Background: an optimization exercise with open tools, aiming at small area and a short achievable clock period. Do not read the settings as production practice.
The RTL was checked by simulation tests, not by an equivalence proof against the original design.
The clock port is modelled as an ideal driver, which makes a skipped or thinned clock tree look cheaper than it is; a real chip needs a root buffer or a tree.
Power figures rest on the tool's default switching activity, not on a simulated workload.

## adder_tree_25
module adder_tree_25 (
    input  wire         clk,
    input  wire         rst,
    input  wire         data_v,
    input  wire [399:0] elems,
    output wire [15:0]  sum,
    output wire         sum_valid
);
    reg [5:0] vld;
    always @(posedge clk) begin
        if (!rst) vld <= 6'd0;
        else vld <= {vld[4:0], data_v};
    end
    assign sum_valid = vld[5];
    reg r0_0_0;
    reg r0_0_1;
    reg r0_0_2;
    reg r0_1_0;
    reg r0_1_1;
    reg r0_1_2;
    reg r0_1_3;
    reg r0_1_4;
    reg r0_1_5;
    reg r0_1_6;
    reg r0_1_7;
    reg r0_1_8;
    reg r0_1_9;
    reg r0_2_0;
    reg r0_2_1;
    reg r0_2_2;
    reg r0_2_3;
    reg r0_2_4;
    reg r0_2_5;
    reg r0_2_6;
    reg r0_2_7;
    reg r0_2_8;
    reg r0_2_9;
    reg r0_2_10;
    reg r0_2_11;
    reg r0_3_0;
    reg r0_3_1;
    reg r0_3_2;
    reg r0_3_3;
    reg r0_3_4;
    reg r0_3_5;
    reg r0_3_6;
    reg r0_3_7;
    reg r0_3_8;
    reg r0_3_9;
    reg r0_3_10;
    reg r0_3_11;
    reg r0_4_0;
    reg r0_4_1;
    reg r0_4_2;
    reg r0_4_3;
    reg r0_4_4;
    reg r0_4_5;
    reg r0_4_6;
    reg r0_4_7;
    reg r0_4_8;
    reg r0_4_9;
    reg r0_4_10;
    reg r0_4_11;
    reg r0_5_0;
    reg r0_5_1;
    reg r0_5_2;
    reg r0_5_3;
    reg r0_5_4;
    reg r0_5_5;
    reg r0_5_6;
    reg r0_5_7;
    reg r0_5_8;
    reg r0_5_9;
    reg r0_5_10;
    reg r0_5_11;
    reg r0_6_0;
    reg r0_6_1;
    reg r0_6_2;
    reg r0_6_3;
    reg r0_6_4;
    reg r0_6_5;
    reg r0_6_6;
    reg r0_6_7;
    reg r0_6_8;
    reg r0_6_9;
    reg r0_6_10;
    reg r0_6_11;
    reg r0_7_0;
    reg r0_7_1;
    reg r0_7_2;
    reg r0_7_3;
    reg r0_7_4;
    reg r0_7_5;
    reg r0_7_6;
    reg r0_7_7;
    reg r0_7_8;
    reg r0_7_9;
    reg r0_7_10;
    reg r0_7_11;
    reg r0_8_0;
    reg r0_8_1;
    reg r0_8_2;
    reg r0_8_3;
    reg r0_8_4;
    reg r0_8_5;
    reg r0_8_6;
    reg r0_8_7;
    reg r0_8_8;
    reg r0_8_9;
    reg r0_8_10;
    reg r0_8_11;
    reg r0_9_0;
    reg r0_9_1;
    reg r0_9_2;
    reg r0_9_3;
    reg r0_9_4;
    reg r0_9_5;
    reg r0_9_6;
    reg r0_9_7;
    reg r0_9_8;
    reg r0_9_9;
    reg r0_9_10;
    reg r0_9_11;
    reg r0_10_0;
  ...
export LEC_CHECK = 0
export CAP_MARGIN = 20
export CORE_MARGIN = 2
export CORE_UTILIZATION = 60
export PLACE_DENSITY = 0.85
export SETUP_SLACK_MARGIN = 1.45
export SLEW_MARGIN = 20
export SYNTH_HIERARCHICAL = 1
create_clock -name core_clock -period 3.0 [get_ports {clk}]
standard.sh (not shown) runs the stock make flow with config.mk's settings and CLKGATE_MAP_FILE= SYNTH_SCRIPT=/design/flow/synth_recipe.tcl, a recipe that flattens the netlist after the stock synthesis.
==> flow/flow/run.sh <==
#!/bin/bash
# The standard layout with two changes:
#  - buf_1 as the port buffer cell instead of the cell buffer_ports picks by
#    itself (clkdlybuf4s50_1, 2.7x the area)
#  - a two-level balanced clock tree (flow/clock_tree.tcl, hooked in through
#    PRE_CTS_TCL) in place of the three-level tree of clock_tree_synthesis
set -euo pipefail
export BUFFER_PORTS_ARGS="-buffer_cell sky130_fd_sc_hd__buf_1"
export PRE_CTS_TCL="$PWD/flow/clock_tree.tcl"
bash standard.sh > standard_flow.log 2>&1
Other scripts of this flow, unchanged in this note and not shown: flow/flow/clock_tree.tcl
==> next run, changes <==
CTS_BUF_LIST = sky130_fd_sc_hd__clkbuf_16   (was unset)
CTS_CLUSTER_DIAMETER = 80   (was unset)
CTS_CLUSTER_SIZE = 30   (was unset)
PLACE_DENSITY = unset   (was 0.85)
SETUP_SLACK_MARGIN = 1.5   (was 1.45)
Outcome: Core utilization grows by 0.75 points; synthesized area does not change; final area rises by 1.0%.
==> next run, changes <==
CORE_UTILIZATION = 70   (was 60)
CTS_BUF_LIST = unset   (was sky130_fd_sc_hd__clkbuf_16)
CTS_CLUSTER_DIAMETER = unset   (was 80)
CTS_CLUSTER_SIZE = unset   (was 30)
PLACE_DENSITY = 0.75   (was unset)
SETUP_SLACK_MARGIN = 1.45   (was 1.5)
=>
- first-iteration DRC count rose by 21%
- maximum frequency fell by 2.4%
- total power rose by 3.6%
- cell area fell by 1.0%
==> next run, changes <==
CORE_UTILIZATION = 60   (was 70)
CTS_BUF_LIST = sky130_fd_sc_hd__clkbuf_16   (was unset)
CTS_CLUSTER_DIAMETER = 80   (was unset)
CTS_CLUSTER_SIZE = 30   (was unset)
PLACE_DENSITY = unset   (was 0.75)
SETUP_SLACK_MARGIN = 1.4   (was 1.45)
Global-route usage goes down by 6.8 points.
Sequential power goes down by about 2%.
First-iteration DRC count goes up by 18%.
Routed wire length goes down by 13%.
==> next run, changes <==
SETUP_SLACK_MARGIN = 1.45   (was 1.4)
=> The changed run went through all stages and came out clean; power rose by 1.1%; die area stays the same; routed wire length rose by 0.72%; register-to-register slack hardly moves; final area rose by 0.86%; via count is about the same; setup slack gets better by 0.038 ns; hold slack gets worse by 0.0050 ns; combinational power rose by about 2%.
In every run of this note, the design's own scripts or RTL, not TritonCTS, make the clock network.

---

adder_tree_25, a different RTL version from the one above (not shown whole).
Size in the first run: roughly 780 cells after synthesis, ~350 flip-flops.
export LEC_CHECK = 0
export CAP_MARGIN = 20
export CORE_MARGIN = 2
export CORE_UTILIZATION = 40
export CTS_BUF_LIST = sky130_fd_sc_hd__clkbuf_8
export SETUP_SLACK_MARGIN = 1.35
export SLEW_MARGIN = 20
export SYNTH_HIERARCHICAL = 1
create_clock -name core_clock -period 3.0 [get_ports {clk}]
==> flow/flow/run.sh <==
#!/bin/bash
# The standard layout, with buf_1 as the port buffer cell instead of the
# cell buffer_ports picks by itself (clkdlybuf4s50_1, 2.7x the area)
set -euo pipefail
export BUFFER_PORTS_ARGS="-buffer_cell sky130_fd_sc_hd__buf_1"
bash standard.sh > standard_flow.log 2>&1
The first run completed with no timing, DRC or antenna violations.
Rerun with:
CORE_UTILIZATION = 60   (was 40)
CTS_BUF_LIST = sky130_fd_sc_hd__clkbuf_16   (was sky130_fd_sc_hd__clkbuf_8)
CTS_CLUSTER_DIAMETER = 80   (was unset)
CTS_CLUSTER_SIZE = 30   (was unset)
SETUP_SLACK_MARGIN = 1.25   (was 1.35)
What happened: The changed run finished with timing, DRC and antenna clean. First-iteration DRC count grows by well over a third. Via count drops by a few percent. Global-route usage is higher by 5.0 points. Fmax went down by a few percent. Clock power is lower by well over a third. Non-clock buffer count goes down by 2. Die area goes down by a quarter to a third. Sequential cell count does not change. Wire length falls by roughly a tenth. Combinational power goes down by a few percent. Total power decreases by roughly a tenth.
Rerun with:
CTS_BUF_LIST = sky130_fd_sc_hd__clkbuf_8   (was sky130_fd_sc_hd__clkbuf_16)
CTS_CLUSTER_DIAMETER = 60   (was 80)
CTS_CLUSTER_SIZE = 20   (was 30)
SETUP_SLACK_MARGIN = 1.4   (was 1.25)
Outcome: Wire length increases by 1.4%; via count increases by 1.8%; cell area increases by about 2.5%; first-iteration DRC count decreases by about 23%; utilization increases by 1.8 points; critical path depth decreases by 5; area after synthesis does not change; total power increases by 3.8%.
Rerun with:
CTS_BUF_LIST = sky130_fd_sc_hd__clkbuf_16   (was sky130_fd_sc_hd__clkbuf_8)
CTS_CLUSTER_DIAMETER = 80   (was 60)
CTS_CLUSTER_SIZE = 30   (was 20)
Effect: Total power falls by about 2.4%; wire length falls by 1.6%; via count falls by 0.75%; setup slack gains 31 ps; register-to-register slack gains 20 ps; area after synthesis does not change; non-clock buffer count does not change; sequential power hardly moves; utilization falls by 0.76 points; hold slack gains 80 ps.

---

RTL: one of the versions met above, not the one the previous note started from.
For scale: about 800 cells after synthesis, roughly 420 I/O pins, roughly 15,000 µm² of cells after synthesis.
Settings: LEC_CHECK=0, CAP_MARGIN=20, CORE_MARGIN=2, CORE_UTILIZATION=60, CTS_BUF_LIST=sky130_fd_sc_hd__clkbuf_16, CTS_CLUSTER_DIAMETER=80, CTS_CLUSTER_SIZE=30, SETUP_SLACK_MARGIN=1.6, SLEW_MARGIN=20, SYNTH_HIERARCHICAL=1; clock period 3.0 ns.
==> flow/flow/run.sh <==
#!/bin/bash
# The standard layout with two changes:
#  - buf_1 as the port buffer cell instead of the cell buffer_ports picks by
#    itself (clkdlybuf4s50_1, 2.7x the area)
#  - a two-level balanced clock tree (flow/clock_tree.tcl, hooked in through
#    PRE_CTS_TCL) (the clock port drives two root buffers) in place of the three-level tree of
#    clock_tree_synthesis
set -euo pipefail
export BUFFER_PORTS_ARGS="-buffer_cell sky130_fd_sc_hd__buf_1"
export PRE_CTS_TCL="$PWD/flow/clock_tree.tcl"
bash standard.sh > standard_flow.log 2>&1
Other scripts of this flow, unchanged in this note and not shown: flow/flow/clock_tree.tcl
Change:
Settings changed: SETUP_SLACK_MARGIN 1.6 to 1.5.
Outcome: Clock power is about the same. Total power goes down by a few percent. Utilization is lower by 3.3 points. Cell area came out lower by a few percent. Global-route usage goes down by 0.93 points.
Change:
Settings changed: SETUP_SLACK_MARGIN 1.5 to 1.45.
Outcome:
- The new run went through all stages and came out clean
- sequential share of layout area rose by 0.27 points
- final cell count fell by 0.45%
- sequential cell count is unchanged
- wire length rose by 1.0%
- worst setup slack gets worse by 31 ps
- hold slack gets better by 24 ps
- maximum frequency fell by 2.0%
- global-route usage rose by 0.52 points
- core utilization fell by 0.56 points
No run of this note takes its clock network from TritonCTS; it comes from the design's own scripts or RTL.

---

JK:
RTL: one of the versions met above, not the one the previous note started from.
Size: roughly 780 cells after synthesis, ~14000 um^2 of cells after synthesis.
==> flow/config.mk <==
export PLATFORM = sky130hd
export DESIGN_NAME = adder_tree_25
export DESIGN_NICKNAME = adder_tree_25
export VERILOG_FILES = /design/flow/design.v
export SDC_FILE = /design/flow/constraint.sdc
export NUM_CORES = 4
export LEC_CHECK = 0
export CAP_MARGIN = 20
export CORE_MARGIN = 2
export CORE_UTILIZATION = 60
export CTS_BUF_LIST = sky130_fd_sc_hd__clkbuf_16
export CTS_CLUSTER_DIAMETER = 80
export CTS_CLUSTER_SIZE = 30
export SETUP_SLACK_MARGIN = 1.4
export SLEW_MARGIN = 20
export SYNTH_HIERARCHICAL = 1
==> flow/constraint.sdc <==
create_clock -name core_clock -period 3.0 [get_ports {clk}]
set_input_delay 0.6000 -clock core_clock [delete_from_list [all_inputs] [get_ports {clk}]]
set_output_delay 0.6000 -clock core_clock [all_outputs]
set_load 0.01 [all_outputs]
==> flow/flow/run.sh <==
#!/bin/bash
# The standard layout with two changes:
#  - buf_1 as the port buffer cell instead of the cell buffer_ports picks by
#    itself (clkdlybuf4s50_1, 2.7x the area)
#  - a two-level balanced clock tree (flow/clock_tree.tcl, hooked in through
#    PRE_CTS_TCL) in place of the three-level tree of clock_tree_synthesis
set -euo pipefail
export BUFFER_PORTS_ARGS="-buffer_cell sky130_fd_sc_hd__buf_1"
export PRE_CTS_TCL="$PWD/flow/clock_tree.tcl"
bash standard.sh > standard_flow.log 2>&1
Other scripts of this flow, unchanged in this note and not shown: flow/flow/clock_tree.tcl
Changes in MS relative to JK:
--- a/flow/config.mk
+++ b/flow/config.mk
@@ -14 +14 @@
-export SETUP_SLACK_MARGIN = 1.4
+export SETUP_SLACK_MARGIN = 1.5
--- outcome ---
Compared MS vs JK, and share of the clock period used by the worst path after layout is up in MS.
When MS is measured against JK, its net switching power turns out 0.78% higher.
Cell count: MS vs JK, no meaningful difference
Relative to JK, the power attributed to combinational cells measured on MS has increased by a few percent.
[compare] base=JK new=MS: global-route wire length before repair neither gained nor lost much, setup slack lost 0.018 ns.
On total routing usage reported by global routing, JK and MS are basically level.
Diff JK -> MS | met3 usage in global routing | decrease of 0.29 points
On post-synthesis simple-gate area fraction, JK and MS are basically level.
In every run of this note, the design's own scripts or RTL, not TritonCTS, make the clock network.

## what the ideal ports hide
In the flow no input, the clock included, has a driving cell. The finished layouts below were timed again as built, in two steps.
Step 1 (the two cells are an assumption about what drives the block):
set clk [get_ports {clk}]
set_driving_cell -lib_cell sky130_fd_sc_hd__clkbuf_16 $clk
set_driving_cell -lib_cell sky130_fd_sc_hd__buf_2 [delete_from_list [all_inputs] $clk]
Step 2 also shifts input and output timing later by t, the mid clock arrival at the registers, as if the neighbouring blocks saw the same clock.
a / b / c = ideal / step 1 / step 2; a / b = the first two.
| run | t (ns) | slack for setup (ns) | worst setup path after step 2 | clock arrival spread, ns |
|---|---|---|---|---|
| the first run of note 1 | 0.490 | 1.479 / 1.446 / 1.109 | input to register | 0.016 / 0.016 |
| the second run of note 1 | 0.495 | 1.482 / 1.431 / 1.132 | input to register | 0.009 / 0.009 |
| the third run of note 1 | 0.491 | 1.446 / 1.407 / 1.118 | input to register | 0.012 / 0.012 |
| the fourth run of note 1 | 0.477 | 1.458 / 1.407 / 1.124 | input to register | 0.014 / 0.014 |
| the fifth run of note 1 | 0.490 | 1.496 / 1.446 / 1.127 | input to register | 0.009 / 0.010 |
| the first run of note 2 | 0.605 | 1.400 / 1.353 / 1.091 | input to register | 0.028 / 0.027 |
| the second run of note 2 | 0.533 | 1.310 / 1.310 / 1.141 | input to register | 0.011 / 0.012 |
| the third run of note 2 | 0.593 | 1.365 / 1.323 / 1.102 | input to register | 0.023 / 0.022 |
| the fourth run of note 2 | 0.526 | 1.397 / 1.348 / 1.083 | input to register | 0.018 / 0.019 |
| the first run of note 3 | 0.425 | 1.496 / 1.496 / 1.109 | input to register | 0.018 / 0.018 |
| the second run of note 3 | 0.421 | 1.510 / 1.487 / 1.127 | input to register | 0.022 / 0.022 |
| the third run of note 3 | 0.425 | 1.480 / 1.450 / 1.129 | input to register | 0.018 / 0.018 |
| JK | 0.479 | 1.403 / 1.399 / 1.088 | input to register | 0.013 / 0.014 |
| MS | 0.478 | 1.385 / 1.385 / 1.153 | input to register | 0.012 / 0.012 |
After both steps setup and hold are still met in every run listed. The setup slack of the first run of note 3, which loses most, moves by 0.000 ns with the drivers and by -0.387 ns with both steps.
